This design comes from an exercise in tuning for small area, a short achievable clock period and few clock cycles per item on the open sky130 flow, not from production work.
At most, simulation tests tie the RTL to the original design; equivalence was not proved.
For runs 2 to 4, only the layout was checked, not whether the RTL still works.
Power and IR drop assume default switching activity.

==> design.v <==
module mdu_alu #(
    parameter int XLEN    = 32,
    parameter int SHAMT_W = $clog2(XLEN)
) (
    input  logic            clk,
    input  logic            rst,
    input  logic            in_valid,
    output logic            in_ready,
    input  logic [4:0]      in_op,
    input  logic [XLEN-1:0] in_a,
    input  logic [XLEN-1:0] in_b,
    input  logic            kill,
    output logic            out_valid,
    input  logic            out_ready,
    output logic [XLEN-1:0] out_result,
    output logic            out_illegal
);
    localparam logic [1:0] C_ALU = 2'd0;
    localparam logic [1:0] C_MUL = 2'd1;
    localparam logic [1:0] C_DIV = 2'd2;
    localparam logic [1:0] C_ILL = 2'd3;
    function automatic logic [5:0] len32(input logic [31:0] v);
        len32 = '0;
        for (int i = 0; i < 32; i++) if (v[i]) len32 = 6'(i + 1);
    endfunction
    function automatic logic lowones(input logic [31:0] v);
        lowones = 1'b1;
        for (int i = 0; i < 31; i++) if (v[i + 1] && !v[i]) lowones = 1'b0;
    endfunction
    function automatic logic [2:0] nchunk(input logic [32:0] v);
        if (&v[32:7] || ~|v[32:7])        nchunk = 3'd0;
        else if (&v[32:15] || ~|v[32:15]) nchunk = 3'd1;
        else if (&v[32:23] || ~|v[32:23]) nchunk = 3'd2;
        else if (&v[32:31] || ~|v[32:31]) nchunk = 3'd3;
        else                              nchunk = 3'd4;
    endfunction
    function automatic logic [11:0] booth(input logic [32:0] v, input logic [2:0] c);
        logic [40:0] ve;
        logic [8:0]  ch;
        logic [2:0]  g;
        ve = {{7{v[32]}}, v, 1'b0};
        ch = ve[8*c +: 9];
        for (int j = 0; j < 4; j++) begin
            g = ch[2*j +: 3];
            booth[3*j]     = g[0] ^ g[1];
            booth[3*j + 1] = (g == 3'b011) || (g == 3'b100);
            booth[3*j + 2] = g[2] && !(g[1] && g[0]);
        end
    endfunction
    function automatic logic [127:0] csa(input logic [63:0] a, input logic [63:0] b,
                                         input logic [63:0] c);
        csa = {a ^ b ^ c, ((a & b) | (a & c) | (b & c)) << 1};
    endfunction
    logic        v_q;        
    logic        first_q;    
    logic        one_q;      
    logic        last_q;     
    logic        dfirst_q;   
    logic        lb0_q;      
    logic [1:0]  cls_q;
    logic [3:0]  aop_q;
    logic        hi_q;       
    logic        drem_q;     
    logic        qneg_q;
    logic        rneg_q;
    logic        inv_q;
    logic        swap_q;     
    logic [32:0] x_q;        
    logic [32:0] y_q;        
    logic [63:0] accs_q;     
    logic [63:0] accc_q;     
    logic [11:0] dig_q;      
    logic [4:0]  cnt_q;
    logic [5:0]  la_q, lb_q;  
    logic        av_q;       
    logic        ahi_q;      
    logic        aill_q;
    logic        ov_q;       
    logic [31:0] out_q;
    logic        oill_q;
    logic [1:0]  cls_in;
    logic        mul_sa, mul_sb, div_s, nega, negb, swap, inv_in;
    logic [32:0] ea, eb, x_in, y_in;
    logic [2:0]  na, nb;
    logic [11:0] dig_in;
    logic [31:0] oca, ocb;
    logic [5:0]  la_in, lb_in;
    always_comb begin
        if (in_op[4] == 1'b0)   cls_in = (in_op[3:1] == 3'b111) ? C_ILL : C_ALU;
        else if (in_op[3])      cls_in = C_ILL;
        else                    cls_in = in_op[2] ? C_DIV : C_MUL;
        mul_sa = (in_op[1:0] != 2'd3);
        mul_sb = (in_op[1:0] == 2'd0) || (in_op[1:0] == 2'd1);
        div_s  = !in_op[0];
        nega   = (cls_in == C_DIV) && div_s && in_a[31];
        negb   = (cls_in == C_DIV) && div_s && in_b[31];
        ea     = {(cls_in == C_MUL) && mul_sa && in_a[31], nega ? -in_a : in_a};
        eb     = {(cls_in == C_MUL) && mul_sb && in_b[31], negb ? -in_b : in_b};
        na     = nchunk({mul_sa && in_a[31], in_a});
        nb     = nchunk({mul_sb && in_b[31], in_b});
        swap   = (cls_in == C_MUL) && (nb < na);
        dig_in = swap ? booth({mul_sb && in_b[31], in_b}, nb)
                      : booth({mul_sa && in_a[31], in_a}, na);
        x_in   = ea;
        y_in   = eb;
        inv_in = (cls_in == C_DIV) ||
                 ((cls_in == C_ALU) && (in_op[3:0] == 4'd1 || in_op[3:0] == 4'd3 ||
                                        in_op[3:0] == 4'd4 || in_op[3:0] == 4'd10 ||
                                        in_op[3:0] == 4'd11 || in_op[3:0] == 4'd12 ||
                                        in_op[3:0] == 4'd13));
        if (inv_in) y_in = ~y_in;
        oca    = (div_s && in_a[31]) ? ~in_a : in_a;
        ocb    = (div_s && in_b[31]) ? ~in_b : in_b;
        la_in  = len32(oca) + 6'(div_s && in_a[31] && lowones(oca));
        lb_in  = len32(ocb) + 6'(div_s && in_b[31] && lowones(ocb));
    end
    logic [33:0] sum1;
    assign sum1 = {1'b0, x_q} + {1'b0, y_q} + 34'(inv_q);
    logic        sh_left, sh_fill;
    logic [32:0] sh_in, sh_rin, sh_rout, sh_out;
    logic [4:0]  sh_amt;
    logic [6:0]  dlen;
    assign dlen = {1'b0, la_q} - {1'b0, lb_q};
    always_comb begin
        if (cls_q == C_DIV) begin
            sh_left = 1'b1;
            sh_fill = 1'b1;
            sh_in   = y_q;
            sh_amt  = dlen[4:0] | 5'd1;
        end else begin
            sh_left = (aop_q == 4'd2);
            sh_in   = {(aop_q == 4'd7) & x_q[31], x_q[31:0]};
            sh_fill = sh_left ? 1'b0 : sh_in[32];
            sh_amt  = y_q[4:0];
        end
        for (int i = 0; i < 33; i++) sh_rin[i] = sh_left ? sh_in[32 - i] : sh_in[i];
        sh_rout = 33'($signed({sh_fill, sh_rin}) >>> sh_amt);
        for (int i = 0; i < 33; i++) sh_out[i] = sh_left ? sh_rout[32 - i] : sh_rout[i];
    end
    logic [31:0] alu_res;
    logic        ltu, lts, eq;
    always_comb begin
        ltu = !sum1[33];
        lts = (x_q[31] == y_q[31]) ? x_q[31] : ltu;
        eq  = &(x_q[31:0] ^ y_q[31:0]);
        case (aop_q)
            4'd0, 4'd1:       alu_res = sum1[31:0];
            4'd2, 4'd6, 4'd7: alu_res = sh_out[31:0];
            4'd3:             alu_res = {31'd0, lts};
            4'd4:             alu_res = {31'd0, ltu};
            4'd5:             alu_res = x_q[31:0] ^ y_q[31:0];
            4'd8:             alu_res = x_q[31:0] | y_q[31:0];
            4'd9:             alu_res = x_q[31:0] & y_q[31:0];
            4'd10:            alu_res = {31'd0, eq};
            4'd11:            alu_res = {31'd0, !eq};
            4'd12:            alu_res = {31'd0, !lts};
            default:          alu_res = {31'd0, !ltu};
        endcase
    end
    logic [63:0] mul_s, mul_c;
    logic [11:0] dig_nx;
    logic [32:0] mcand;
    assign mcand = swap_q ? x_q : y_q;
    always_comb begin
        logic [33:0]  w;
        logic [63:0]  pp [4];
        logic [63:0]  sa, ca;
        logic [6:0]   nbits;
        logic [127:0] t0, t1, t2, t3, t4;
        nbits = '0;
        for (int j = 0; j < 4; j++) begin
            w = '0;
            if (dig_q[3*j])     w = {mcand[32], mcand};
            if (dig_q[3*j + 1]) w = {mcand, 1'b0};
            w     = w ^ {34{dig_q[3*j + 2]}};
            pp[j] = 64'({~w[33], w[32:0]}) << (2 * j);
            nbits[2*j] = dig_q[3*j + 2];
        end
        sa = first_q ? 64'(nbits) : ((accs_q << 8) | 64'(nbits));
        ca = first_q ? 64'd0 : (accc_q << 8);
        t0 = csa(sa, ca, -(64'd85 << 33));
        t1 = csa(pp[0], pp[1], pp[2]);
        t2 = csa(pp[3], t0[127:64], t0[63:0]);
        t3 = csa(t1[127:64], t1[63:0], t2[127:64]);
        t4 = csa(t3[127:64], t3[63:0], t2[63:0]);
        mul_s  = t4[127:64];
        mul_c  = t4[63:0];
        dig_nx = booth(swap_q ? y_q : x_q, cnt_q[2:0] - 3'd1);
    end
    logic        f1, f2;
    logic [32:0] rem2;
    logic [33:0] subb;
    logic [34:0] subc, cs_s, cs_c;
    always_comb begin
        logic [34:0] p, q, r;
        f1   = sum1[33];
        subb = {1'b0, x_q} + {2'b01, y_q[32:1]} + 34'd1;
        p    = {2'b00, x_q};
        q    = {2'b00, y_q};
        r    = {2'b00, 1'b1, y_q[32:1]};
        cs_s = p ^ q ^ r;
        cs_c = {((p & q) | (p & r) | (q & r)), 1'b1};
        subc = cs_s + cs_c + 35'd1;
        f2   = f1 ? subc[34] : subb[33];
        if (f1) rem2 = f2 ? subc[32:0] : sum1[32:0];
        else    rem2 = f2 ? subb[32:0] : x_q;
    end
    logic        done;
    logic        res_ill, dneg;
    logic        out_free, accept;
    logic [31:0] quo_n;
    logic        triv;
    logic        dlast, rem_late;
    logic [31:0] acc_lo_early, accs_lo_n, accc_lo_n;
    always_comb begin
        quo_n   = {accs_q[29:0], f1, f2};
        triv    = lb0_q || (la_q < lb_q);
        done    = one_q || last_q || (dfirst_q && triv);
        res_ill = (cls_q == C_ILL);
        dlast   = (cls_q == C_DIV) && last_q;
        rem_late = dlast && drem_q;
        case (cls_q)
            C_ALU: acc_lo_early = alu_res;
            C_ILL: acc_lo_early = '0;
            C_MUL: acc_lo_early = mul_s[31:0];
            default: begin
                if (dfirst_q) begin
                    if (!triv)       acc_lo_early = '0;
                    else if (drem_q) acc_lo_early = x_q[31:0] ^ {32{rneg_q}};
                    else             acc_lo_early = lb0_q ? '1 : '0;
                end else begin
                    acc_lo_early = quo_n ^ {32{dlast && qneg_q}};
                end
            end
        endcase
        accs_lo_n = rem_late ? (rem2[31:0] ^ {32{rneg_q}}) : acc_lo_early;
        dneg = (cls_q == C_DIV) && done && (drem_q ? rneg_q : (qneg_q && !dfirst_q));
        if (cls_q == C_MUL) accc_lo_n = mul_c[31:0];
        else                accc_lo_n = {31'd0, dneg};
    end
    logic        b_free;
    logic [63:0] acc_sum;
    assign acc_sum  = accs_q + accc_q;
    assign b_free   = !ov_q || out_ready;
    assign out_free = !av_q || b_free;
    logic rdy_now, rdy_if_taken;
    assign rdy_now      = !v_q || (done && (!av_q || !ov_q));
    assign rdy_if_taken = done;
    assign in_ready     = !kill && (rdy_now || (rdy_if_taken && out_ready));
    assign accept   = in_valid && in_ready;
    always_ff @(posedge clk or posedge rst) begin
        if (rst) begin
            v_q  <= 1'b0;
            av_q <= 1'b0;
            ov_q <= 1'b0;
        end else if (kill) begin
            v_q  <= 1'b0;
            av_q <= 1'b0;
            ov_q <= 1'b0;
        end else begin
            if (accept)                       v_q <= 1'b1;
            else if (v_q && done && out_free) v_q <= 1'b0;
            if (v_q && done && out_free)      av_q <= 1'b1;
            else if (b_free)                  av_q <= 1'b0;
            if (av_q && b_free)               ov_q <= 1'b1;
            else if (out_ready)               ov_q <= 1'b0;
        end
    end
    always_ff @(posedge clk) begin
        if (accept) begin
            first_q <= 1'b1;
            one_q   <= (cls_in == C_ALU) || (cls_in == C_ILL);
            last_q  <= (cls_in == C_MUL) && ((swap ? nb : na) == 3'd0);
            dfirst_q <= (cls_in == C_DIV);
            lb0_q   <= (in_b == '0);
            cls_q   <= cls_in;
            aop_q   <= in_op[3:0];
            hi_q    <= (in_op[1:0] != 2'd0);
            drem_q  <= in_op[1];
            qneg_q  <= div_s && (in_a[31] ^ in_b[31]);
            rneg_q  <= div_s && in_a[31];
            x_q     <= x_in;
            swap_q  <= swap;
            y_q     <= y_in;
            cnt_q   <= {2'd0, swap ? nb : na};
            inv_q   <= inv_in;
            dig_q   <= dig_in;
            la_q    <= la_in;
            lb_q    <= lb_in;
        end else if (v_q && !done && out_free) begin
            first_q  <= 1'b0;
            dfirst_q <= 1'b0;
            if (cls_q == C_MUL) begin
                last_q <= (cnt_q[2:0] == 3'd1);
                dig_q  <= dig_nx;
                cnt_q  <= cnt_q - 5'd1;
            end else if (first_q) begin
                y_q    <= sh_out;
                cnt_q  <= dlen[5:1];
                last_q <= (dlen[5:1] == 5'd0);
            end else begin
                x_q    <= rem2;
                y_q    <= {2'b11, y_q[32:2]};
                cnt_q  <= cnt_q - 5'd1;
                last_q <= (cnt_q == 5'd1);
            end
        end
        if (v_q && out_free) begin
            accs_q <= {mul_s[63:32], accs_lo_n};
            accc_q <= {mul_c[63:32], accc_lo_n};
        end
        if (v_q && done && out_free) begin
            ahi_q  <= (cls_q == C_MUL) && hi_q;
            aill_q <= res_ill;
        end
        if (av_q && b_free) begin
            out_q  <= ahi_q ? acc_sum[63:32] : acc_sum[31:0];
            oill_q <= aill_q;
        end
    end
    assign out_valid   = ov_q;
    assign out_result  = out_q;
    assign out_illegal = oill_q;
endmodule
==> flow/run.sh <==
#!/bin/bash
set -euo pipefail
MARGIN=6.0
sed -e "s/SETUP_SLACK_MARGIN=[0-9.]*/SETUP_SLACK_MARGIN=$MARGIN/" \
    -e "s/\"\${@:-finish}\"/MATCH_CELL_FOOTPRINT=0 'BUFFER_PORTS_ARGS=-buffer_cell sky130_fd_sc_hd__buf_4' \"\${@:-finish}\"/" \
    standard.sh > standard_tuned.sh
grep -q "SETUP_SLACK_MARGIN=$MARGIN" standard_tuned.sh
grep -q "MATCH_CELL_FOOTPRINT=0" standard_tuned.sh
bash standard_tuned.sh finish > standard_tuned.log 2>&1
==> standard.sh <==
#!/bin/bash
# synth_recipe.tcl (not shown) runs the flow's synth.tcl, then flattens the netlist and writes it again
# the make line also repeats each setting of config.mk as NAME=value (left out here)
make -C /OpenROAD-flow-scripts/flow DESIGN_CONFIG=/design/flow/config.mk WORK_HOME=/design/flow/orfs CLKGATE_MAP_FILE= SYNTH_SCRIPT=/design/flow/synth_recipe.tcl "${@:-finish}"
==> config.mk <==
export PLATFORM = sky130hd
export DESIGN_NAME = mdu_alu
export DESIGN_NICKNAME = mdu_alu
export VERILOG_FILES = /design/flow/design.v
export SDC_FILE = /design/flow/constraint.sdc
export NUM_CORES = 4
export LEC_CHECK = 0
export ABC_AREA = 1
export CAP_MARGIN = 20
export CORE_MARGIN = 2
export CORE_UTILIZATION = 40
export SETUP_SLACK_MARGIN = 5
export SLEW_MARGIN = 20
==> constraint.sdc <==
create_clock -name core_clock -period 11.0 [get_ports {clk}]
set_input_delay 2.2000 -clock core_clock [delete_from_list [all_inputs] [get_ports {clk}]]
set_output_delay 2.2000 -clock core_clock [all_outputs]
set_load 0.01 [all_outputs]
==> results.txt, run 1 <==
The aggregate routed wire length is around 180000 microns. The worst setup path is captured at a primary output. The share of the yosys chip area belonging to registers came out at 20.5%.

The flow ran to the end and the layout has no timing, DRC or antenna violations. The setup-violating endpoint count in the final report came out at 0. The worst-margin pin slew came out at 1100 ps. Excluding fillers, the count of instances in the completed layout stands at 7006. The number of global-route vias before repair is 38450. The total die area is 0.103 sq mm. The worst voltage drop across the vdd grid came out at 136 uV.

In the synthesized netlist, mux cells make up 0.175% of the area. The final routed DRC violation total is 0. The area of the mapped netlist came out at ~0.040 sq mm. The register-to-register setup slack is 5970 ps.

Among cell families on the critical path, the largest total delay comes from buffers and inverters. Setup repair after global routing could not meet its margin everywhere. The total buffers and inverters traversed by the critical path is 5.

The number of search-and-repair iterations in the first detailed-routing pass came out at 7. The final number of max-transition violations is 0. The number of buffers added by the clock tree synthesis step is 37. The layout has 10337 filler cells. The post-synthesis instance total is between 5000 and 6000.

The worst setup path is launched from a primary input. The worst reg-to-reg path cell count came out at 15. The number of warnings printed during yosys synthesis came out at 2. The post-route setup TNS is 0 ps. The worst slack on hold paths came out at between 400 and 500 ps. On the worst path, the slowest cell contributes a delay of about 120 ps. The adder-cell area share of the yosys netlist came out at 18.9%. The CTS root buffer is sky130_fd_sc_hd__clkbuf_16. The average detailed-routed wire length per instance is between 20 and 30 microns.

Each instance of the synthesized netlist takes up on average slightly above 7 sq um. The all-layer global routing usage is between 30% and 40%. The aggregate global routing overflow came out at 0.

The net count of the finished layout is 6257. The arrival time of the worst setup path came out at 2940 ps. Subtracting the final worst setup slack from the clock period gives 5140 ps.

The share of the synthesized area in compound gates (AO/OA/AOI/OAI) is between 20% and 30%. The setup path with the least slack is of type primary input to primary output. TritonCTS built the clock tree.

The netlist uses 78 different library cells. The final critical path takes up 46.8% of the cycle. The number of buffers added on ports came out at between 100 and 150. Traced cell by cell, the critical path runs through buf_4 > inv_4 > nand2_2 > nor2_4 > inv_1 > nand2_2 > nand2_2 > nand2_4 > inv_2 > buf_6. The endpoint of the worst register-to-register path is accs_q[13]$_DFFE_PP_. The tool flagged a number of max-cap violations equal to 0. The total power came out at 6.97 mW.

The count of nets left with antenna violations once routing finished came out at 0. The later-pin clock latency in the skew report came out at between 600 and 700 ps. The number of nets produced by synthesis came out at 6250. The chip width came out at 321 microns. The worst max-slew margin expressed relative to the limit is 25.6%. After clock tree synthesis, the clock-pin slew on the worst setup and hold paths is 60 ps. The worst setup path endpoint is in_ready. The core region is between 0.09 and 0.1 sq mm. The startpoint identified for the worst register-to-register timing path is swap_q$_DFFE_PP_. Once the floorplan was initialized, standard cells occupied 40.2% of the core. In the final layout, the share of cells above drive strength 1 is 8.52%. The most used flip-flop cell after synthesis is sky130_fd_sc_hd__edfxtp_1.

In this run the core area contains 116 standard-cell rows. The starting DRC count in detailed routing came out at 5205. The quantity of hold-fixing buffers added after cts is 0. The number of vias after detailed routing is between 40000 and 50000. Clock skew on the completed layout was measured at just over 40 ps. The total count of hold-check failures in the final report came out at 0. The wire length of the first global-routing pass is 260000 microns.

The synthesis-stage register bit count is approximately 280. In this run the deepest clock path goes through 3 buffers. The total number of cells along the worst setup path is 10.

The via density per instance is 5.95. The number of top-level design ports came out at 109. The leakage dissipation came out at roughly 20 nW. The multi-input logic area is 0.0286 sq mm. Relative to the synthesized area, the layout overhead comes to 10.3%.

Dividing total power by cell area gives a power density of around 160 mW/mm^2. The die span in y came out at ~320 microns. The number of antenna violations at the first check in global routing came out at 11.

The required time at the worst-slack endpoint is 8800 ps. The number of flops mapped to enable cells by yosys came out at 269. The origin of the worst setup path is out_ready. Counting flops with an async set or reset pin after synthesis yields a share of 1.09%. The pin count of the biggest net entering global routing is 81.

The class of the most critical hold timing path is register to register. The synthesized-area fraction occupied by xor and xnor cells is around 8.6%. Along the worst path, the maximum fanout reaches 2.

The maximum operating frequency came out at between 0.15 and 0.2 GHz. Among all stages on the critical path, the largest delay is contributed by sky130_fd_sc_hd__buf_4. The number of placed instances with taps included came out at 6870. At the end of routability-driven placement, the weighted congestion stood at 1.09. The clock tree synthesis step divided the H-tree into 2 levels. By area, the combinational part of the netlist is dominated by compound AO/OA/AOI/OAI gates. Counting every sink on the clock net gives 275. The simple-gate area share of the yosys netlist is 20.4%.

The most numerous cell type found on the critical path is sky130_fd_sc_hd__nand2_2. The detailed placement HPWL came out at 141000 microns. The area used by sequential logic in the layout is 0.00821 sq mm.
[sequential cells by signal, indices dropped and copies added (netlist names), 2 cells and up]
register / flops
x_q: 33
aop_q: 4
out_q: 32
y_q: 33
accs_q: 64
cls_q: 2
dig_q: 12
accc_q: 62
cnt_q: 5
la_q: 6
lb_q: 6
[synth_stat cells, types with 6 or more instances]
library cell               instances  area (sq um)
sky130_fd_sc_hd__a21boi_1          7          52.6
sky130_fd_sc_hd__a21o_1           17           128
sky130_fd_sc_hd__a21oi_1         393          1970
sky130_fd_sc_hd__a21oi_2           7          61.3
sky130_fd_sc_hd__a221oi_1         35           307
sky130_fd_sc_hd__a31oi_1          66           413
sky130_fd_sc_hd__a32o_1           18           180
sky130_fd_sc_hd__buf_1            39           146
sky130_fd_sc_hd__buf_2            41           205
sky130_fd_sc_hd__buf_4            10          75.1
sky130_fd_sc_hd__buf_6             8          90.1
sky130_fd_sc_hd__clkbuf_1        174           653
sky130_fd_sc_hd__clkinv_1         10          37.5
sky130_fd_sc_hd__edfxtp_1        269          8080
sky130_fd_sc_hd__fa_1            159          3180
sky130_fd_sc_hd__ha_1            350          4380
sky130_fd_sc_hd__inv_1           643          2410
sky130_fd_sc_hd__inv_2            25          93.8
sky130_fd_sc_hd__mux2i_1           7          70.1
sky130_fd_sc_hd__nand2_1        1223          4590
sky130_fd_sc_hd__nand2_2          12          75.1
sky130_fd_sc_hd__nand3_1         204          1020
sky130_fd_sc_hd__nand3b_1          7          52.6
sky130_fd_sc_hd__nand4_1          23           144
sky130_fd_sc_hd__nor2_1          425          1600
sky130_fd_sc_hd__nor3_1           57           285
sky130_fd_sc_hd__nor4_1           19           119
sky130_fd_sc_hd__o211ai_1         73           548
sky130_fd_sc_hd__o211ai_2          8           100
sky130_fd_sc_hd__o21a_1           16           120
sky130_fd_sc_hd__o21ai_0         428          2140
sky130_fd_sc_hd__o21ai_1         189           946
sky130_fd_sc_hd__o21ai_2          15           131
sky130_fd_sc_hd__o21bai_1         11          82.6
sky130_fd_sc_hd__o221ai_1         13           114
sky130_fd_sc_hd__o22ai_1         168          1050
sky130_fd_sc_hd__o31ai_1          13          97.6
sky130_fd_sc_hd__or2_0             6          37.5
sky130_fd_sc_hd__or2_2             8          50.1
sky130_fd_sc_hd__xnor2_1          73           639
sky130_fd_sc_hd__xor2_1          319          2790
[worst min path at each step]
stage / from / endpoint / slack (ps) / cells past startpoint
3_3_place_gp: aill_q$_DFFE_PP_ / oill_q$_DFFE_PP_ / 410 / 0
3_5_place_dp: aill_q$_DFFE_PP_ / oill_q$_DFFE_PP_ / 420 / 0
6_report: aill_q$_DFFE_PP_ / oill_q$_DFFE_PP_ / 430 / 0
4_1_cts: aill_q$_DFFE_PP_ / oill_q$_DFFE_PP_ / 430 / 0
2_1_floorplan: aill_q$_DFFE_PP_ / oill_q$_DFFE_PP_ / 400 / 0
5_1_grt: aill_q$_DFFE_PP_ / oill_q$_DFFE_PP_ / 450 / 0
[power by group]
| part | switching (mW) | total [mW] | internal, mW |
|---|---|---|---|
| clock | 0.534 | 1.25 | 0.720 |
| sequential | 0.149 | 1.50 | 1.36 |
| combinational | 2.76 | 4.21 | 1.45 |
| total | 3.44 | 6.97 | 3.53 |
[logic make-up (layout without fill, tap and decap cells)]
kind of cell / Yosys count / count (layout)
other: 0 / 6
XOR/XNOR: 392 / 392
buffers and inverters: 952 / 983
multiplexers: 7 / 7
AO/OA/AOI/OAI: 1522 / 1522
adder cells (fa/ha/maj): 509 / 509
flip-flops: 275 / 275
AND/OR/NAND/NOR: 2010 / 2014
[area by class of cell]
type	count	area share, %
Multi-Input combinational cell	4444	64.6
Sequential cell	275	18.6
Inverter	680	5.88
Timing Repair Buffer	235	4.53
Tap cell	1298	3.67
Clock buffer	44	2.15
Clock inverter	23	0.563
Antenna cell	6	0.0339
Timing Repair inverter	1	0.0198
[per-layer routing]
metal	global-route usage, %	wire length [microns]
met1	44.3	71800
met4	21.0	13600
met5	0	41
met3	7.30	18300
met2	51.9	76500
[cell usage in the layout (no fill, tap or decap), drive strengths merged, types with 25 or more instances in the layout]
master  count
nand2    1242
inv       673
o21ai     634
nor2      429
a21oi     402
ha        350
xor2      319
edfxtp    269
buf       233
nand3     206
o22ai     168
fa        159
o211ai     81
xnor2      73
a31oi      67
nor3       58
clkbuf     46
a221oi     35
nand4      25
[through the flow]
stage	cell area [sq um]	worst slack (ps)	util [%]
after floorplan	40100	6000	-
after global placement	42000	4890	42.1
after detailed placement	42000	4800	42.1
after CTS	43700	5770	43.8
after global routing	44200	5780	44.4
final	44300	5860	44.4
[timing repair]
item,4_1_cts,5_1_grt
resized for setup,28,108
setup endpoints to repair,121,140
buffers inserted,36,21
gates cloned,3,3
pin swaps,10,21
Testbench counts, summed over its fixed seeds: cycles 29,752, items 16,000.
==> run 2, diff against run 1 <==
--- a/design.v
+++ b/design.v
@@ -76,6 +76,7 @@
     logic        ahi_q;      
     logic        aill_q;
     logic        ov_q;       
+    logic        afull_q;    
     logic [31:0] out_q;
     logic        oill_q;
     logic [1:0]  cls_in;
@@ -244,33 +245,46 @@
     assign b_free   = !ov_q || out_ready;
     assign out_free = !av_q || b_free;
     logic rdy_now, rdy_if_taken;
-    assign rdy_now      = !v_q || (done && (!av_q || !ov_q));
+    assign rdy_now      = !v_q || (done && !afull_q);
     assign rdy_if_taken = done;
     assign in_ready     = !kill && (rdy_now || (rdy_if_taken && out_ready));
     assign accept   = in_valid && in_ready;
+    logic v_d, av_d, ov_d;
+    always_comb begin
+        v_d  = v_q;
+        av_d = av_q;
+        ov_d = ov_q;
+        if (kill) begin
+            v_d  = 1'b0;
+            av_d = 1'b0;
+            ov_d = 1'b0;
+        end else begin
+            if (accept)                       v_d = 1'b1;
+            else if (v_q && done && out_free) v_d = 1'b0;
+            if (v_q && done && out_free)      av_d = 1'b1;
+            else if (b_free)                  av_d = 1'b0;
+            if (av_q && b_free)               ov_d = 1'b1;
+            else if (out_ready)               ov_d = 1'b0;
+        end
+    end
     always_ff @(posedge clk or posedge rst) begin
         if (rst) begin
-            v_q  <= 1'b0;
-            av_q <= 1'b0;
-            ov_q <= 1'b0;
-        end else if (kill) begin
-            v_q  <= 1'b0;
-            av_q <= 1'b0;
-            ov_q <= 1'b0;
+            v_q     <= 1'b0;
+            av_q    <= 1'b0;
+            ov_q    <= 1'b0;
+            afull_q <= 1'b0;
         end else begin
-            if (accept)                       v_q <= 1'b1;
-            else if (v_q && done && out_free) v_q <= 1'b0;
-            if (v_q && done && out_free)      av_q <= 1'b1;
-            else if (b_free)                  av_q <= 1'b0;
-            if (av_q && b_free)               ov_q <= 1'b1;
-            else if (out_ready)               ov_q <= 1'b0;
+            v_q     <= v_d;
+            av_q    <= av_d;
+            ov_q    <= ov_d;
+            afull_q <= av_d && ov_d;
         end
     end
     always_ff @(posedge clk) begin
         if (accept) begin
             first_q <= 1'b1;
             one_q   <= (cls_in == C_ALU) || (cls_in == C_ILL);
-            last_q  <= (cls_in == C_MUL) && ((swap ? nb : na) == 3'd0);
+            last_q  <= (cls_in == C_MUL) && (na == 3'd0 || nb == 3'd0);
             dfirst_q <= (cls_in == C_DIV);
             lb0_q   <= (in_b == '0);
             cls_q   <= cls_in;
==> results.txt, run 2 <==
The flow ran to the end and the layout has no timing, DRC or antenna violations. The post-synthesis mux area share came out at 0.173% (-0.0018 points). The all-layer global routing usage came out at 35.9% (+1.8 points). The tree is rooted in a sky130_fd_sc_hd__clkbuf_16.

The biggest fanout along the worst timing path was 59 (+57). The critical path is of the register to register type. The area of the mapped netlist came out at 0.0405 sq mm (+1.0%). The top cell types in the final layout, fill and taps aside, are sky130_fd_sc_hd__nand2_1 (1212), sky130_fd_sc_hd__inv_1 (648), sky130_fd_sc_hd__nor2_1 (406).

The element type at the critical path start is a register. Setup repair after global routing could not meet its margin everywhere. Counting instances in the post-synthesis netlist gives the leading cell types as sky130_fd_sc_hd__nand2_1 (1224), sky130_fd_sc_hd__inv_1 (657), sky130_fd_sc_hd__nor2_1 (412). The global-route track usage on met1 was 45.1% (+0.76 points). The most used flip-flop cell after synthesis is sky130_fd_sc_hd__edfxtp_1.

The library cell used most frequently in the layout, excluding fill and tap cells, is sky130_fd_sc_hd__nand2_1. The required time at the worst-slack endpoint is 11320 ps (+2520 ps). The share of final-layout standard cells stronger than drive strength 1 came out at 9.12% (+0.60 points). The number of max-capacitance violations reported came out at 0 (unchanged). The synthesized-area fraction occupied by xor and xnor cells is 8.34% (-0.22 points). The number of search-and-repair iterations in the first detailed-routing pass came out at 8 (+1). The relative area change from synthesis to final layout is 10.4% (about the same). The share of total power in sequential cells came out at 20.1% (-1.5 points). The share of power burned in combinational logic is 63.3% (+2.9 points).

The chip width is 322 microns (+0.51%). The number of warnings printed during yosys synthesis came out at 2 (unchanged). The number of global-route vias before repair came out at 39428 (+2.5%). The setup-violating endpoint count in the final report came out at 0 (unchanged). The share of the clock period used by the worst path is 45.3% (-1.4 points).

The combinational family with the most area after synthesis is compound AO/OA/AOI/OAI gates. The met2 usage was 55.5% (+3.6 points). The quantity of hold-fixing buffers added after cts came out at 0 (unchanged). The synthesis-stage register bit count came out at 276 (+0.36%).

The number of buffers added on ports came out at 108 (unchanged). The number of flops mapped to enable cells by yosys came out at 269 (unchanged). The minimum clock period came out at 4990 ps (-156 ps). The number of nets produced by synthesis came out at 6264 (+0.22%). The async set-reset flop share out of synthesis came out at 1.45% (+0.36 points). The adder-cell area share of the yosys netlist came to 18.7% (-0.19 points). The arrival time of the worst setup path came out at 5300 ps (+2360 ps).

The number of antenna violations at the first check in global routing came out at 11 (unchanged). The final number of max-transition violations is 0 (unchanged). The number of flip-flops in the largest register was 64 (unchanged).

The number of top-level design ports was 109 (unchanged). The weighted congestion reported at the end of routability-driven placement is 1.10 (+1.0%). The worst-margin pin slew came out at 1280 ps (+179 ps). The number of nets with antenna violations after detailed routing came out at 0 (unchanged). The post-layout net count is 6296 (+0.62%). The reported net switching power came out at 4.12 mW (+20%). The register containing the most flip-flops in the final layout is accs_q. The initial core utilization came to 40.4% (+0.18 points). The number of buffers added by the clock tree synthesis step came out at 41 (+11%). The number of vias after detailed routing came out at 42521 (+2.0%).

In the post-synthesis netlist, the biggest area contributors are sky130_fd_sc_hd__edfxtp_1 (20%), sky130_fd_sc_hd__nand2_1 (11%), sky130_fd_sc_hd__ha_1 (11%). The die span in y is 322 microns (+0.51%). The later-pin clock latency in the skew report came out at 630 ps (+20 ps). The average detailed-routed wire length per instance came out at 26.9 microns (+4.6%). Among all cell types in the netlist, the one instantiated most often is sky130_fd_sc_hd__nand2_1. The clock-pin slew of the registers on the worst-case setup and hold paths is 60 ps (about the same). The sort of element at the end of the critical path is a register. The share of the yosys chip area belonging to registers came out at 20.3% (-0.15 points). The final routed DRC violation total came out at 0 (unchanged). The fraction of power spent switching nets came out at 51.6% (+2.2 points). The worst clock skew on the final layout came out at 34.2 ps (-6.91 ps). The total die area is 0.104 sq mm (+1.0%).

The number of sinks driven by the clock tree is 276 (+0.36%). The starting DRC count in detailed routing is 5383 (+3.4%). The aggregate global routing overflow came out at 0 (unchanged). The core area came to 0.100 sq mm (+0.58%). The share of the synthesized area in compound gates (AO/OA/AOI/OAI) came out at 22.8% (+0.62 points). The met3 track demand over resource is 8.09% (+0.79 points). The total count of hold-check failures in the final report is 0 (unchanged). The via density per instance came out at 5.99 (+0.58%). The power density over the cells is 179 mW/mm^2 (+13%).

The maximum buffer depth of the clock tree is 3 (unchanged). The clock power share is 16.6% (-1.4 points). The worst voltage drop across the vdd grid is 126 uV (-6.8%). The class of the most critical hold timing path is register to register. The post-synthesis instance total is 5681 (+0.25%). The site row count is 116 (unchanged). The aggregate routed wire length is 191000 microns (+6.0%). The average instance area after synthesis is 7.13 sq um (+0.78%).

The core utilization of the finished layout is 44.6% (+0.23 points). The worst max-slew margin expressed relative to the limit is 14.2% (-11 points). The largest registers in the layout are accs_q: 64 flops, accc_q: 62 flops. The maximum operating frequency came out at 0.201 GHz (+3.1%). The layer with the highest usage after global routing is met2. The leakage dissipation is 19.8 nW (+0.31%).

The wire length of the first global-routing pass came to 272000 microns (+4.9%). The simple-gate area share of the yosys netlist came to 20.0% (-0.42 points). The cell-internal power came out at 3.87 mW (+9.7%). The detailed placement HPWL is 147000 microns (+4.3%).

The post-route setup TNS came out at 0 ps (unchanged). The share of Yosys cell area claimed by the top area cell type came out at 19.9% (-0.21 points). The number of library cell types mapped by synthesis came out at 90 (+15%). The pin count of the biggest net entering global routing was 94 (+16%). TritonCTS built the clock tree.

Of all cell types, the one taking the most synthesized area is sky130_fd_sc_hd__edfxtp_1. The H-tree depth is 2 (unchanged).
[run 2: worst paths after layout]
check / cells after the start / startpoint / slack [ps] / to
min in group asynchronous: 2 / rst / 1480 / ov_q$_DFF_PP0_
max: 11 / swap_q$_DFFE_PP_ / 6010 / accs_q[29]$_DFFE_PP_
max reg2reg: 11 / swap_q$_DFFE_PP_ / 6010 / accs_q[29]$_DFFE_PP_
max in group asynchronous: 2 / rst / 9370 / v_q$_DFFE_PP0P_
min: 0 / aill_q$_DFFE_PP_ / 430 / oill_q$_DFFE_PP_
min reg2reg: 0 / aill_q$_DFFE_PP_ / 430 / oill_q$_DFFE_PP_
[run 2: power by group through the flow]
stage | clock, mW | sequential [mW] | combinational (mW)
floorplan | 0 | 1.55 | 3.16
global placement | 0 | 1.64 | 4.77
detailed placement | 0 | 1.64 | 4.76
CTS | 1.33 | 1.61 | 4.84
global route | 1.37 | 1.62 | 5.50
finish | 1.33 | 1.61 | 5.06
[run 2: metrics by stage]
step	setup slack, ps	instances	hold slack, ps	area (sq um)	total power [mW]
after floorplan	5980	5681	400	40600	4.71
after global placement	4970	6956	410	42500	6.41
after detailed placement	4920	6956	417	42500	6.40
after CTS	5910	7044	434	44000	7.78
after global routing	5800	7101	438	44700	8.48
final	6010	7104	428	44700	7.99
[run 2: cell type report]
type / instances / area (sq um)
sequential: 276 / 8240
inverter: 705 / 2750
clock buffer: 47 / 1070
clock inverter: 27 / 198
fill: 10484 / 55500
multi-input combinational: 4440 / 28800
antenna: 3 / 7.51
tap: 1357 / 1700
timing repair buffer: 249 / 1960
[run 2: repair_timing]
| action | 4_1_cts | 5_1_grt |
|---|---|---|
| hold endpoints to repair | 0 | 0 |
| pin swaps | 6 | 18 |
| gates resized for setup | 31 | 77 |
| cloned | 3 | 4 |
| buffers inserted | 11 | 51 |
| endpoints found under the setup margin | 85 | 87 |
[run 2: logic make-up after synthesis]
family / Yosys count
DFF: 276
buffers and inverters: 972
xor gates and xnor gates: 385
adders and majority gates: 509
and+or+nand+nor: 1970
AOI/OAI and AO/OA: 1562
muxes: 7
[run 2: metal layers]
layer	wire, microns	up-vias
li1	-	19425
met1	73600	20032
met2	83000	2515
met3	19100	537
met4	15300	12
met5	73	-
[run 2: critical path, cell delays in order, from the launching register on]
cell and delay (ps):
sky130_fd_sc_hd__edfxtp_1 320, sky130_fd_sc_hd__buf_4 500, sky130_fd_sc_hd__buf_6 500, sky130_fd_sc_hd__nand2_1 100, sky130_fd_sc_hd__o21ai_1 460, sky130_fd_sc_hd__o22ai_1 180
sky130_fd_sc_hd__xor2_1 200, sky130_fd_sc_hd__fa_1 490, sky130_fd_sc_hd__fa_1 580, sky130_fd_sc_hd__fa_1 420, sky130_fd_sc_hd__a221oi_1 800, sky130_fd_sc_hd__a32oi_1 110
==> run 3, diff against run 2 <==
--- a/design.v
+++ b/design.v
@@ -81,7 +81,7 @@
     logic        oill_q;
     logic [1:0]  cls_in;
     logic        mul_sa, mul_sb, div_s, nega, negb, swap, inv_in;
-    logic [32:0] ea, eb, x_in, y_in;
+    logic [32:0] ea, x_in, y_in;
     logic [2:0]  na, nb;
     logic [11:0] dig_in;
     logic [31:0] oca, ocb;
@@ -96,20 +96,19 @@
         nega   = (cls_in == C_DIV) && div_s && in_a[31];
         negb   = (cls_in == C_DIV) && div_s && in_b[31];
         ea     = {(cls_in == C_MUL) && mul_sa && in_a[31], nega ? -in_a : in_a};
-        eb     = {(cls_in == C_MUL) && mul_sb && in_b[31], negb ? -in_b : in_b};
         na     = nchunk({mul_sa && in_a[31], in_a});
         nb     = nchunk({mul_sb && in_b[31], in_b});
         swap   = (cls_in == C_MUL) && (nb < na);
         dig_in = swap ? booth({mul_sb && in_b[31], in_b}, nb)
                       : booth({mul_sa && in_a[31], in_a}, na);
         x_in   = ea;
-        y_in   = eb;
         inv_in = (cls_in == C_DIV) ||
                  ((cls_in == C_ALU) && (in_op[3:0] == 4'd1 || in_op[3:0] == 4'd3 ||
                                         in_op[3:0] == 4'd4 || in_op[3:0] == 4'd10 ||
                                         in_op[3:0] == 4'd11 || in_op[3:0] == 4'd12 ||
                                         in_op[3:0] == 4'd13));
-        if (inv_in) y_in = ~y_in;
+        y_in[31:0] = negb ? (in_b - 32'd1) : (in_b ^ {32{inv_in}});
+        y_in[32]   = ((cls_in == C_MUL) && mul_sb && in_b[31]) ^ inv_in;
         oca    = (div_s && in_a[31]) ? ~in_a : in_a;
         ocb    = (div_s && in_b[31]) ? ~in_b : in_b;
         la_in  = len32(oca) + 6'(div_s && in_a[31] && lowones(oca));
==> results.txt, run 3 <==
The aggregate global routing overflow is 0 (unchanged). The post-synthesis instance total is 5789 (+1.9%). In the synthesized netlist, the cells that appear most often are sky130_fd_sc_hd__nand2_1 (1270), sky130_fd_sc_hd__inv_1 (655), sky130_fd_sc_hd__o21ai_0 (480). The relative area change from synthesis to final layout was 10.4% (about the same). The kind of cell with the highest combined delay along the critical path is compound AO/OA/AOI/OAI gates. The average instance area after synthesis is 6.95 sq um (-2.6%). The die span in y came to 321 microns (-0.37%).

The number of buffers added by the clock tree synthesis step came to 41 (unchanged). The total number of cells along the worst setup path came out at 16 (+5). The total of fill cells in the finished design is 10395 (-0.85%).

The post-route setup TNS is 0 ps (unchanged). The number of flops mapped to enable cells by yosys is 269 (unchanged). The worst setup path endpoint is in_ready. The total die area came out at 0.103 sq mm (-0.75%). The core utilization of the finished layout is 44.5% (-0.14 points). The pin count of the biggest net entering global routing was 89 (-5.3%). The aggregate routed wire length was 184000 microns (-3.8%). In this run the worst hold path is classified as register to register. In this run the worst setup path begins at la_q[0]$_DFFE_PP_. The minimum clock period is 5170 ps (+179 ps). The number of library cell types mapped by synthesis came to 73 (-19%). The number of search-and-repair iterations in the first detailed-routing pass came to 8 (unchanged). The synthesis-stage register bit count is 276 (unchanged).

The post-layout net count came out at 6386 (+1.4%). The maximum buffer depth of the clock tree came to 3 (unchanged). TritonCTS built the clock tree.

The endpoint of the worst register-to-register path is accs_q[21]$_DFFE_PP_. The register-to-register setup slack was 6070 ps (+60 ps). The delay of the slowest cell on the worst path was 370 ps (-430 ps). The run finished with no timing, DRC or antenna violations. Leaving out fill and tap cells, the most frequent cells in the layout are sky130_fd_sc_hd__nand2_1 (1256), sky130_fd_sc_hd__inv_1 (647), sky130_fd_sc_hd__o21ai_0 (464). The area of the mapped netlist came out at 0.0402 sq mm (-0.76%).

The weighted congestion reported at the end of routability-driven placement came out at 1.08 (-1.9%). The post-route cell area came out at 0.0444 sq mm (-0.74%). The average detailed-routed wire length per instance came out at 25.8 microns (-4.2%). The starting DRC count in detailed routing is 4505 (-16%).

The dominant cell type by area after synthesis is sky130_fd_sc_hd__edfxtp_1. The clock-pin slew of the registers on the worst-case setup and hold paths came to 60 ps (about the same). accs_q holds more flip-flops than any other register. The tree is rooted in a sky130_fd_sc_hd__clkbuf_16. The number of top-level design ports came out at 109 (unchanged). The setup-violating endpoint count in the final report is 0 (unchanged).

The number of buffers added on ports is 108 (unchanged). The area used by sequential logic in the layout is 0.00824 sq mm (about the same). The later-pin clock latency in the skew report is 660 ps (+30 ps).

The startpoint identified for the worst register-to-register timing path is aop_q[1]$_DFFE_PP_. The most used flip-flop cell after synthesis is sky130_fd_sc_hd__edfxtp_1. The total power came to 7.90 mW (-1.2%). By startpoint and endpoint, the worst setup path is classified as register to primary output. The share of the yosys chip area belonging to registers came out at 20.5% (+0.15 points).

The number of warnings printed during yosys synthesis was 2 (unchanged). The initial core utilization came out at 40.3% (-0.13 points). The final routed DRC violation total came out at 0 (unchanged). The worst reg-to-reg path cell count came out at 19 (+8).

The worst-margin pin slew is 1240 ps (-40.3 ps). The worst voltage drop across the vdd grid came out at 132 uV (+4.2%). The leakage dissipation was 20.1 nW (+1.3%). The element type at the critical path start is a register. The final number of max-transition violations is 0 (unchanged).

The share of the clock period used by the worst path came to 47.0% (+1.6 points). The post-layout instance count excluding filler cells came out at 7134 (+0.42%). The worst setup path is captured at a primary output. In the post-synthesis netlist, the biggest area contributors are sky130_fd_sc_hd__edfxtp_1 (20%), sky130_fd_sc_hd__nand2_1 (12%), sky130_fd_sc_hd__ha_1 (11%). The number of vias after detailed routing is 42001 (-1.2%). The worst max-slew margin expressed relative to the limit came out at 16.2% (+2.0 points). The number of sinks driven by the clock tree was 276 (unchanged). The number of max-capacitance violations reported came to 0 (unchanged). The wire length of the first global-routing pass came out at 265000 microns (-2.6%). The number of nets with antenna violations after detailed routing came out at 0 (unchanged). The total count of hold-check failures in the final report is 0 (unchanged). The arrival time of the worst setup path came out at 2970 ps (-2330 ps). The largest individual stage delay along the critical path comes from the cell sky130_fd_sc_hd__edfxtp_1. The signal on the critical path passes through nor2_2 > inv_2 > fa_2 > a21oi_2 > o21ai_2 > a21oi_2 > nor2_1 > o21bai_1 > nand2_1 > inv_1 > nor3_2 > buf_4 > nor2_1 > o21ai_1 > inv_1 > buf_6. The number of global-route vias before repair is 39623 (+0.49%).

The site row count came to 116 (unchanged). Setup repair after global routing could not meet its margin everywhere. The biggest fanout along the worst timing path is 4 (-93%). The number of antenna violations at the first check in global routing came out at 6 (-5). The worst clock skew on the final layout is 45.8 ps (+11.5 ps). The via density per instance came to 5.89 (-1.6%). The multi-input logic area came out at 0.0286 sq mm (-0.78%). The number of placed instances with taps included came out at 6983 (+0.39%). The share of final-layout standard cells stronger than drive strength 1 is 7.96% (-1.2 points).

The power density over the cells came to 178 mW/mm^2 (-0.43%). The share of Yosys cell area claimed by the top area cell type was 20.1% (+0.15 points). The async set-reset flop share out of synthesis came out at 1.45% (unchanged). The largest registers in the layout are accs_q: 64 flops, accc_q: 62 flops. The H-tree depth came to 2 (unchanged). The chip width was 321 microns (-0.37%). The total buffers and inverters traversed by the critical path was 5 (+3). The core area came out at 0.0999 sq mm (-0.43%). The detailed placement HPWL is 143000 microns (-2.3%). The dominant cell by count in the synthesized netlist is sky130_fd_sc_hd__nand2_1. The all-layer global routing usage is 34.8% (-1.1 points).

The placement-stage cell area came out at 0.0420 sq mm (-1.1%). The library cell used most frequently in the layout, excluding fill and tap cells, is sky130_fd_sc_hd__nand2_1. The required time at the worst-slack endpoint is 8800 ps (-2520 ps). The number of nets produced by synthesis was 6372 (+1.7%). The number of flip-flops in the largest register is 64 (unchanged). The maximum operating frequency came to 0.194 GHz (-3.5%).
run 3: cell types whose count changed after synthesis, moves of 20 or more:
cell,before,now
sky130_fd_sc_hd__o211ai_1,93,67
sky130_fd_sc_hd__xor2_1,323,302
sky130_fd_sc_hd__o21ai_0,376,480
sky130_fd_sc_hd__nand3_1,157,277
sky130_fd_sc_hd__a31oi_1,58,34
sky130_fd_sc_hd__nor2_1,412,466
sky130_fd_sc_hd__a21oi_1,394,422
sky130_fd_sc_hd__o21ai_2,31,11
sky130_fd_sc_hd__a32o_1,25,1
sky130_fd_sc_hd__o21ai_1,238,175
sky130_fd_sc_hd__nand2_1,1224,1270
run 3: layer usage:
layer	share of wire (%)	vias to the layer above	GRT usage (%)
met5	0.024	-	0
met4	7.6	6	22.3
met3	9.3	452	7.17
met2	44	2136	54.3
met1	39	19839	43.8
li1	-	19568	-
run 3: worst min-delay path by stage:
| stage | from | end | slack, ps | cells after the start |
|---|---|---|---|---|
| 2_1_floorplan | aill_q$_DFFE_PP_ | oill_q$_DFFE_PP_ | 400 | 0 |
| 3_3_place_gp | aill_q$_DFFE_PP_ | oill_q$_DFFE_PP_ | 410 | 0 |
| 3_5_place_dp | aill_q$_DFFE_PP_ | oill_q$_DFFE_PP_ | 410 | 0 |
| 4_1_cts | aill_q$_DFFE_PP_ | oill_q$_DFFE_PP_ | 420 | 0 |
| 5_1_grt | aill_q$_DFFE_PP_ | oill_q$_DFFE_PP_ | 440 | 0 |
| 6_report | aill_q$_DFFE_PP_ | oill_q$_DFFE_PP_ | 420 | 0 |
run 3: area by class of cell:
type | instances | share of cell area (%)
well taps | 1298 | 3.66
flip-flops and latches | 276 | 18.6
repair buffers | 247 | 4.45
multi-input cells | 4547 | 64.4
diodes | 4 | 0.0225
clock buffers | 51 | 2.39
inverters | 690 | 5.99
clock inverters | 21 | 0.530
run 3: cell families after synthesis:
family | Yosys count | synth area share (%)
compound gates | 1514 | 21.4
xor+xnor | 355 | 7.73
fa+ha+maj | 509 | 18.8
buf+inv | 971 | 9.56
flops | 276 | 20.5
mux | 7 | 0.174
simple gates | 2157 | 21.8
run 3: stage by stage:
step / hold WS [ps] / worst slack (ps)
after global routing: 442 / 5710
after CTS: 423 / 5830
after detailed placement: 409 / 4490
after global placement: 405 / 4610
final: 420 / 5830
after floorplan: 400 / 6010
run 3: power by group:
part	switching [mW]	internal (mW)
Clock	0.588	0.762
Sequential	0.206	1.43
Combinational	3.23	1.68
run 3: what timing repair did:
item | CTS | global route
buffers inserted | 21 | 48
hold buffers | 0 | 0
resized for setup | 32 | 110
pin swaps | 11 | 25
endpoints found under the setup margin | 92 | 131
cloned | 3 | 2
==> run 4, diff against run 3 <==
--- a/config.mk
+++ b/config.mk
@@ -8,6 +8,6 @@
 export ABC_AREA = 1
 export CAP_MARGIN = 20
 export CORE_MARGIN = 2
-export CORE_UTILIZATION = 40
+export CORE_UTILIZATION = 50
 export SETUP_SLACK_MARGIN = 5
 export SLEW_MARGIN = 20
==> results.txt, run 4 <==
The detailed placement HPWL came to 141000 microns (-1.7%). Clock tree synthesis selected as its root buffer the cell sky130_fd_sc_hd__clkbuf_16. The placement-stage cell area came out at 0.0417 sq mm (-0.66%). The number of flip-flops in the largest register is 64 (unchanged). The worst-margin pin slew came to 1270 ps (+28.8 ps). The number of global-route vias before repair is 39721 (+0.25%). The worst setup path is launched from a register. The multi-input logic area is 0.0286 sq mm (about the same). The pin count of the biggest net entering global routing came to 75 (-16%). The chip width came out at 288 microns (-10%). The initial core utilization is 50.3% (+10 points). TritonCTS built the clock tree. The launching point of the worst reg2reg path is x_q[2]$_DFFE_PP_. The post-route setup TNS is 0 ps (unchanged). The area of the mapped netlist is 0.0402 sq mm (unchanged). The critical path is of the register to primary output type. The core utilization of the finished layout came out at 55.5% (+11 points). The delay of the slowest cell on the worst path came out at 360 ps (about the same). Leaving out fill and tap cells, the most frequent cell in the layout is sky130_fd_sc_hd__nand2_1. Setup repair after global routing could not meet its margin everywhere. The H-tree depth is 2 (unchanged).

In this design, the largest share of critical-path delay is due to compound AO/OA/AOI/OAI gates. STA classifies the critical path endpoint as a primary output. The worst voltage drop across the vdd grid was 131 uV (-0.26%). The smallest setup slack after layout is 5940 ps (+102 ps). The maximum operating frequency came out at 0.197 GHz (+2.0%).

The number of max-capacitance violations reported came out at 0 (unchanged). The share of Yosys cell area claimed by the top area cell type was 20.1% (unchanged). The share of the yosys chip area belonging to registers came out at 20.5% (unchanged).

The number of sinks driven by the clock tree came out at 276 (unchanged). The aggregate global routing overflow is 0 (unchanged). The synthesis-stage register bit count came out at 276 (unchanged). The total count of hold-check failures in the final report came out at 0 (unchanged). The total die area came to 0.0827 sq mm (-20%).

The arrival time of the worst setup path was 2860 ps (-110 ps). The origin of the worst setup path is lb_q[0]$_DFFE_PP_. The power density over the cells is 180 mW/mm^2 (+1.4%). The number of buffers added by the clock tree synthesis step is 40 (-2.4%). The share of final-layout standard cells stronger than drive strength 1 is 8.21% (+0.25 points). Summed over all instances, the cell type with the most area after synthesis is sky130_fd_sc_hd__edfxtp_1. The starting DRC count in detailed routing is 5537 (+23%). The final routed DRC violation total came to 0 (unchanged). The number of buffers added on ports is 108 (unchanged).

The number of vias after detailed routing was 43049 (+2.5%). The source of the worst hold timing path is aill_q$_DFFE_PP_. The average instance area after synthesis came out at 6.95 sq um (unchanged). The aggregate routed wire length is 184000 microns (about the same).

Among all stages on the critical path, the largest delay is contributed by sky130_fd_sc_hd__edfxtp_1. The worst clock skew on the final layout is 37.8 ps (-7.98 ps). The number of warnings printed during yosys synthesis came out at 2 (unchanged).

The leakage dissipation came out at 20.2 nW (+0.59%). The number of library cell types mapped by synthesis is 73 (unchanged). The setup-violating endpoint count in the final report came to 0 (unchanged). The number of flops mapped to enable cells by yosys was 269 (unchanged). The worst slack after detailed placement came out at 4670 ps (+176 ps). The maximum buffer depth of the clock tree is 3 (unchanged).

In the final layout, the registers with the most flip-flops are accs_q: 64 flops, accc_q: 62 flops. The post-layout net count came out at 6402 (+0.25%). The post-synthesis instance total is 5789 (unchanged). The total of fill cells in the finished design was 8007 (-23%). The all-layer global routing usage came out at 43.2% (+8.4 points).

The worst max-slew margin expressed relative to the limit came out at 14.3% (-1.9 points). Ranked by total cell area, the synthesized netlist is headed by sky130_fd_sc_hd__edfxtp_1 (20%), sky130_fd_sc_hd__nand2_1 (12%), sky130_fd_sc_hd__ha_1 (11%). The core area came out at 0.0800 sq mm (-20%). The number of nets produced by synthesis came out at 6372 (unchanged). The class of the most critical hold timing path is register to register. The number of antenna violations at the first check in global routing is 1 (-5).

The run finished with no timing, DRC or antenna violations. By count the netlist is led by sky130_fd_sc_hd__nand2_1 (1270), sky130_fd_sc_hd__inv_1 (655), sky130_fd_sc_hd__o21ai_0 (480). The average detailed-routed wire length per instance came to 26.6 microns (+3.1%). The async set-reset flop share out of synthesis is 1.45% (unchanged).

The top cell types in the final layout, fill and taps aside, are sky130_fd_sc_hd__nand2_1 (1258), sky130_fd_sc_hd__inv_1 (644), sky130_fd_sc_hd__nor2_1 (457). The biggest fanout along the worst timing path is 4 (unchanged). The required time at the worst-slack endpoint is 8800 ps (about the same). The number of search-and-repair iterations in the first detailed-routing pass is 8 (unchanged). The clock-pin slew of the registers on the worst-case setup and hold paths is 60 ps (about the same).

The minimum clock period is 5060 ps (-102 ps). Walking the worst path, the cells encountered are inv_1 > nor2_1 > inv_1 > fa_2 > a21oi_2 > o21ai_2 > a21oi_2 > nor2_1 > o21bai_1 > nand2_1 > inv_2 > nor3_4 > o21ai_1 > o21ai_1 > inv_2 > buf_6. The quantity of hold-fixing buffers added after cts came out at 0 (unchanged). The share of the clock period used by the worst path is 46.0% (-0.93 points). The via density per instance came out at 6.23 (+5.8%). The wire length of the first global-routing pass is 264000 microns (-0.57%). The area used by sequential logic in the layout came out at 0.00824 sq mm (unchanged). The later-pin clock latency in the skew report is 610 ps (-50 ps). The die span in y came out at 288 microns (-10%).

The number of top-level design ports came to 109 (unchanged). The final number of max-transition violations came out at 0 (unchanged). The total buffers and inverters traversed by the critical path is 5 (unchanged). The post-route cell area is 0.0444 sq mm (about the same). The relative area change from synthesis to final layout came out at 10.4% (about the same).

The weighted congestion reported at the end of routability-driven placement is 1.08 (-0.31%). The number of nets with antenna violations after detailed routing was 0 (unchanged). The most common cell in the synthesized netlist is sky130_fd_sc_hd__nand2_1. The most used flip-flop cell after synthesis is sky130_fd_sc_hd__edfxtp_1.

The site row count came out at 104 (-10%). Ranked by flip-flop count, first place goes to accs_q.
==> run 4: cell counts after synthesis <==
Identical to the previous run, type by type.
==> run 4: worst register-to-register path, delay by kind of cell, from the launching register on <==
family	cells	cell delay, ps
DFF	1	610
and+or+nand+nor	10	1200
AOI/OAI and AO/OA	8	1830
adders and majority gates	1	480
xor gates and xnor gates	1	330
buffers and inverters	1	310
==> run 4: path summary, 6_finish.rpt <==
kind / cells after the start / slack, ps / endpoint
worst min-delay path: 0 / 430 / oill_q$_DFFE_PP_
max in group asynchronous: 2 / 9360 / ov_q$_DFF_PP0_
min in group asynchronous: 2 / 1490 / av_q$_DFF_PP0_
worst max-delay path: 16 / 5940 / in_ready
worst min register to register: 0 / 430 / oill_q$_DFFE_PP_
worst max register to register: 21 / 6080 / accs_q[30]$_DFFE_PP_
==> run 4: repair_timing <==
item,in CTS,in global routing
pin swaps,9,30
gates resized for setup,35,114
gates cloned,3,4
endpoints found under the hold margin,0,0
endpoints found under the setup margin,91,79
setup buffers,26,57
==> run 4: where the power goes <==
part           internal [mW]  leakage, nW  switching, mW
sequential              1.43         2.62          0.224
clock                  0.805        0.636          0.573
combinational           1.70         16.9           3.27
==> run 4: through the flow <==
step	hold slack [ps]	power, mW	std cells
finish	434	8.01	6912
global route	455	8.49	6909
global placement	411	6.32	6746
floorplan	400	4.63	5789
CTS	431	7.77	6847
detailed placement	412	6.33	6746
==> run 4: layer usage <==
metal,share of wire (%),GRT usage [%]
met1,38,55.4
met2,43,65.6
met3,11,9.91
met4,7.8,27.1
met5,0,0
==> run 4: cells by family after synthesis <==
group / share of synthesized area, %
simple gates: 21.8
compound gates: 21.4
buf+inv: 9.56
fa+ha+maj: 18.8
xor+xnor: 7.73
flops: 20.5
mux: 0.174
==> run 4: cell type report <==
type	instances	share of cell area, %
diodes	3	0.0169
clock buffers	53	2.41
clock inverters	19	0.561
inverters	690	6.00
multi-input cells	4547	64.4
flip-flops and latches	276	18.6
well taps	1060	2.99
repair buffers	263	4.98
repair inverters	1	0.0197
==> run 5, diff against run 4 <==
--- a/design.v
+++ b/design.v
@@ -47,6 +47,75 @@
             booth[3*j + 2] = g[2] && !(g[1] && g[0]);
         end
     endfunction
+    function automatic logic [63:0] add64(input logic [63:0] x, input logic [63:0] y);
+        logic [63:0] p, g, c;
+        logic [15:0] bg, bp, bc;
+        logic [3:0]  gg, gp, gc;
+        p = x ^ y;
+        g = x & y;
+        for (int k = 0; k < 16; k++) begin
+            bg[k] = g[4*k+3] | (p[4*k+3] & g[4*k+2]) | (p[4*k+3] & p[4*k+2] & g[4*k+1]) |
+                    (p[4*k+3] & p[4*k+2] & p[4*k+1] & g[4*k]);
+            bp[k] = &p[4*k +: 4];
+        end
+        for (int m = 0; m < 4; m++) begin
+            gg[m] = bg[4*m+3] | (bp[4*m+3] & bg[4*m+2]) | (bp[4*m+3] & bp[4*m+2] & bg[4*m+1]) |
+                    (bp[4*m+3] & bp[4*m+2] & bp[4*m+1] & bg[4*m]);
+            gp[m] = &bp[4*m +: 4];
+        end
+        gc[0] = 1'b0;
+        gc[1] = gg[0];
+        gc[2] = gg[1] | (gp[1] & gg[0]);
+        gc[3] = gg[2] | (gp[2] & gg[1]) | (gp[2] & gp[1] & gg[0]);
+        for (int m = 0; m < 4; m++) begin
+            bc[4*m]   = gc[m];
+            bc[4*m+1] = bg[4*m] | (bp[4*m] & gc[m]);
+            bc[4*m+2] = bg[4*m+1] | (bp[4*m+1] & bg[4*m]) | (bp[4*m+1] & bp[4*m] & gc[m]);
+            bc[4*m+3] = bg[4*m+2] | (bp[4*m+2] & bg[4*m+1]) | (bp[4*m+2] & bp[4*m+1] & bg[4*m]) |
+                        (bp[4*m+2] & bp[4*m+1] & bp[4*m] & gc[m]);
+        end
+        for (int k = 0; k < 16; k++) begin
+            c[4*k]   = bc[k];
+            c[4*k+1] = g[4*k] | (p[4*k] & bc[k]);
+            c[4*k+2] = g[4*k+1] | (p[4*k+1] & g[4*k]) | (p[4*k+1] & p[4*k] & bc[k]);
+            c[4*k+3] = g[4*k+2] | (p[4*k+2] & g[4*k+1]) | (p[4*k+2] & p[4*k+1] & g[4*k]) |
+                       (p[4*k+2] & p[4*k+1] & p[4*k] & bc[k]);
+        end
+        add64 = p ^ c;
+    endfunction
+    function automatic logic [35:0] add36(input logic [35:0] x, input logic [35:0] y,
+                                          input logic cin);
+        logic [35:0] p, g, c;
+        logic [8:0]  bg, bp, bc;
+        logic [2:0]  gg, gp, gc;
+        p = x ^ y;
+        g = x & y;
+        for (int k = 0; k < 9; k++) begin
+            bg[k] = g[4*k+3] | (p[4*k+3] & g[4*k+2]) | (p[4*k+3] & p[4*k+2] & g[4*k+1]) |
+                    (p[4*k+3] & p[4*k+2] & p[4*k+1] & g[4*k]);
+            bp[k] = &p[4*k +: 4];
+        end
+        for (int m = 0; m < 3; m++) begin
+            gg[m] = bg[3*m+2] | (bp[3*m+2] & bg[3*m+1]) | (bp[3*m+2] & bp[3*m+1] & bg[3*m]);
+            gp[m] = &bp[3*m +: 3];
+        end
+        gc[0] = cin;
+        gc[1] = gg[0] | (gp[0] & cin);
+        gc[2] = gg[1] | (gp[1] & gg[0]) | (gp[1] & gp[0] & cin);
+        for (int m = 0; m < 3; m++) begin
+            bc[3*m]   = gc[m];
+            bc[3*m+1] = bg[3*m] | (bp[3*m] & gc[m]);
+            bc[3*m+2] = bg[3*m+1] | (bp[3*m+1] & bg[3*m]) | (bp[3*m+1] & bp[3*m] & gc[m]);
+        end
+        for (int k = 0; k < 9; k++) begin
+            c[4*k]   = bc[k];
+            c[4*k+1] = g[4*k] | (p[4*k] & bc[k]);
+            c[4*k+2] = g[4*k+1] | (p[4*k+1] & g[4*k]) | (p[4*k+1] & p[4*k] & bc[k]);
+            c[4*k+3] = g[4*k+2] | (p[4*k+2] & g[4*k+1]) | (p[4*k+2] & p[4*k+1] & g[4*k]) |
+                       (p[4*k+2] & p[4*k+1] & p[4*k] & bc[k]);
+        end
+        add36 = p ^ c;
+    endfunction
     function automatic logic [127:0] csa(input logic [63:0] a, input logic [63:0] b,
                                          input logic [63:0] c);
         csa = {a ^ b ^ c, ((a & b) | (a & c) | (b & c)) << 1};
@@ -115,7 +184,9 @@
         lb_in  = len32(ocb) + 6'(div_s && in_b[31] && lowones(ocb));
     end
     logic [33:0] sum1;
-    assign sum1 = {1'b0, x_q} + {1'b0, y_q} + 34'(inv_q);
+    logic [35:0] sum1_w;
+    assign sum1_w = add36({3'b000, x_q}, {3'b000, y_q}, inv_q);
+    assign sum1   = sum1_w[33:0];
     logic        sh_left, sh_fill;
     logic [32:0] sh_in, sh_rin, sh_rout, sh_out;
     logic [4:0]  sh_amt;
@@ -191,16 +262,19 @@
     logic [32:0] rem2;
     logic [33:0] subb;
     logic [34:0] subc, cs_s, cs_c;
+    logic [35:0] subb_w, subc_w;
     always_comb begin
         logic [34:0] p, q, r;
         f1   = sum1[33];
-        subb = {1'b0, x_q} + {2'b01, y_q[32:1]} + 34'd1;
+        subb_w = add36({3'b000, x_q}, {3'b000, 1'b1, y_q[32:1]}, 1'b1);
+        subb   = subb_w[33:0];
         p    = {2'b00, x_q};
         q    = {2'b00, y_q};
         r    = {2'b00, 1'b1, y_q[32:1]};
         cs_s = p ^ q ^ r;
         cs_c = {((p & q) | (p & r) | (q & r)), 1'b1};
-        subc = cs_s + cs_c + 35'd1;
+        subc_w = add36({1'b0, cs_s}, {1'b0, cs_c}, 1'b1);
+        subc   = subc_w[34:0];
         f2   = f1 ? subc[34] : subb[33];
         if (f1) rem2 = f2 ? subc[32:0] : sum1[32:0];
         else    rem2 = f2 ? subb[32:0] : x_q;
@@ -240,7 +314,7 @@
     end
     logic        b_free;
     logic [63:0] acc_sum;
-    assign acc_sum  = accs_q + accc_q;
+    assign acc_sum  = add64(accs_q, accc_q);
     assign b_free   = !ov_q || out_ready;
     assign out_free = !av_q || b_free;
     logic rdy_now, rdy_if_taken;
--- a/config.mk
+++ b/config.mk
@@ -8,6 +8,6 @@
 export ABC_AREA = 1
 export CAP_MARGIN = 20
 export CORE_MARGIN = 2
-export CORE_UTILIZATION = 50
+export CORE_UTILIZATION = 40
 export SETUP_SLACK_MARGIN = 5
 export SLEW_MARGIN = 20
==> results.txt, run 5 <==
The run finished with no timing, DRC or antenna violations. TritonCTS built the clock tree. The post-route setup TNS is 0 ps (unchanged). The number of nets produced by synthesis came to 5775 (-9.4%). The worst slack on hold paths is 461 ps (+26.8 ps). The average detailed-routed wire length per instance is 27.0 microns (+1.7%). The number of library cell types mapped by synthesis is 68 (-6.8%). From synthesis to final layout, the design area changed by 12.6%. The post-layout instance count excluding filler cells is 6538 (-5.4%).

The worst clock skew on the final layout came to 28.5 ps (-9.27 ps). The number of nets with antenna violations after detailed routing came out at 0 (unchanged). The worst hold path belongs to the class register to register. The number of buffers added on ports is 108 (unchanged). The number of warnings printed during yosys synthesis is 2 (unchanged). The wire length of the first global-routing pass is 250000 microns (-5.1%). The worst voltage drop across the vdd grid came to 116 uV (-11%). The via density per instance came to 6.02 (-3.4%). The pin count of the biggest net entering global routing is 82 (+9.3%).

The async set-reset flop share out of synthesis is 1.45% (unchanged). The startpoint-to-endpoint class of the critical path is register to primary output. The worst-margin pin slew was 1210 ps (-57.8 ps).

The synthesis-stage register bit count is 276 (unchanged). The number of antenna violations at the first check in global routing came out at 8 (+7). The number of placed instances with taps included is 6345 (-5.9%). The worst setup path is launched from a register.

The number of flops mapped to enable cells by yosys is 269 (unchanged). The tree is rooted in a sky130_fd_sc_hd__clkbuf_16. The aggregate routed wire length came to 177000 microns (-3.8%). The total die area was 0.0976 sq mm (+18%). The final number of max-transition violations is 0 (unchanged). In the final layout, the registers with the most flip-flops are accs_q: 64 flops, accc_q: 62 flops. The commonest non-fill, non-tap cell in the layout is sky130_fd_sc_hd__nand2_1.

The arrival time of the worst setup path was 2910 ps (+50 ps). The share of final-layout standard cells stronger than drive strength 1 was 10.1% (+1.9 points).
[run 5: cells by family (layout without fill, tap and decap cells)]
family                   Yosys count  after routing  share of synthesized area [%]
XOR/XNOR                         346            346                           7.96
other                              0              6                              0
AND/OR/NAND/NOR                 1691           1696                           18.2
flip-flops                       276            276                           21.6
buffers and inverters            900           1006                           9.42
multiplexers                       9              9                          0.237
adder cells (fa/ha/maj)          545            545                           21.7
AO/OA/AOI/OAI                   1389           1389                           20.8
[run 5: cell type report]
cell class	count	area (sq um)	area share (%)
Antenna cell	6	15.0	0.0350
Timing Repair inverter	2	10.0	0.0234
Inverter	642	2490	5.82
Clock buffer	47	1030	2.40
Timing Repair Buffer	291	2450	5.71
Multi-Input combinational cell	3985	26800	62.4
Sequential cell	276	8240	19.2
Tap cell	1265	1580	3.69
Clock inverter	24	274	0.639
[run 5: metrics by stage]
step	power [mW]	setup slack [ps]
floorplan	4.21	6000
global placement	5.70	4820
detailed placement	5.70	4720
CTS	7.13	5920
global route	7.73	5740
finish	7.30	5890
[run 5: worst max-delay path by stage]
| stage | to | from | slack (ps) | cells past startpoint |
|---|---|---|---|---|
| CTS | in_ready | lb_q[0]$_DFFE_PP_ | 5920 | 17 |
| floorplan | la_q[4]$_DFFE_PP_ | in_a[31] | 6000 | 35 |
| detailed placement | accs_q[12]$_DFFE_PP_ | x_q[0]$_DFFE_PP_ | 4720 | 26 |
| finish | in_ready | la_q[0]$_DFFE_PP_ | 5890 | 16 |
| global route | in_ready | la_q[0]$_DFFE_PP_ | 5740 | 16 |
| global placement | dig_q[4]$_DFFE_PP_ | in_a[31] | 4820 | 18 |
[run 5: repair_timing]
item / CTS / global route
endpoints found under the setup margin: 154 / 173
cloned: 3 / 8
setup buffers: 45 / 58
resized for setup: 66 / 115
pin swaps: 18 / 37
[run 5: power by group through the flow]
stage                     logic (mW)  clock network [mW]  registers, mW
final                           4.32                1.34           1.64
after global routing            4.70                1.38           1.65
after CTS                       4.14                1.35           1.64
after detailed placement        4.04                   0           1.66
after global placement          4.04                   0           1.66
after floorplan                 2.64                   0           1.56
[run 5: critical path, cell delays in order (launching register included)]
cell	delay, ps
sky130_fd_sc_hd__edfxtp_1	390
sky130_fd_sc_hd__nor2_1	120
sky130_fd_sc_hd__inv_1	70
sky130_fd_sc_hd__fa_2	350
sky130_fd_sc_hd__a21oi_2	150
sky130_fd_sc_hd__o21ai_2	70
sky130_fd_sc_hd__nand2_1	60
sky130_fd_sc_hd__inv_1	50
sky130_fd_sc_hd__o21ai_2	120
sky130_fd_sc_hd__a21oi_2	100
sky130_fd_sc_hd__nor2_2	180
sky130_fd_sc_hd__nor3_2	70
sky130_fd_sc_hd__buf_4	170
sky130_fd_sc_hd__o21ai_2	110
sky130_fd_sc_hd__o21ai_1	90
sky130_fd_sc_hd__inv_2	80
sky130_fd_sc_hd__buf_6	100
[run 5: routing by layer]
| metal | global-route usage [%] | part of all wire (%) | up-vias |
|---|---|---|---|
| met1 | 42.3 | 37 | 18617 |
| met5 | 0 | 0.018 | - |
| met4 | 27.1 | 9.6 | 4 |
| met2 | 54.0 | 44 | 2455 |
| met3 | 7.02 | 10 | 626 |
| li1 | - | - | 17650 |
Testbench counts of run 5, summed over its fixed seeds: cycles 29,752, items 16,000.

Re-timed with assumed drivers on the ports (clkbuf_16 on the clock, buf_2 on other inputs), run 5 has 5.818 ns of setup slack against 5.893 ns with ideal ports, and 5.449 ns once port delays also move by the mid clock arrival of 0.686 ns.
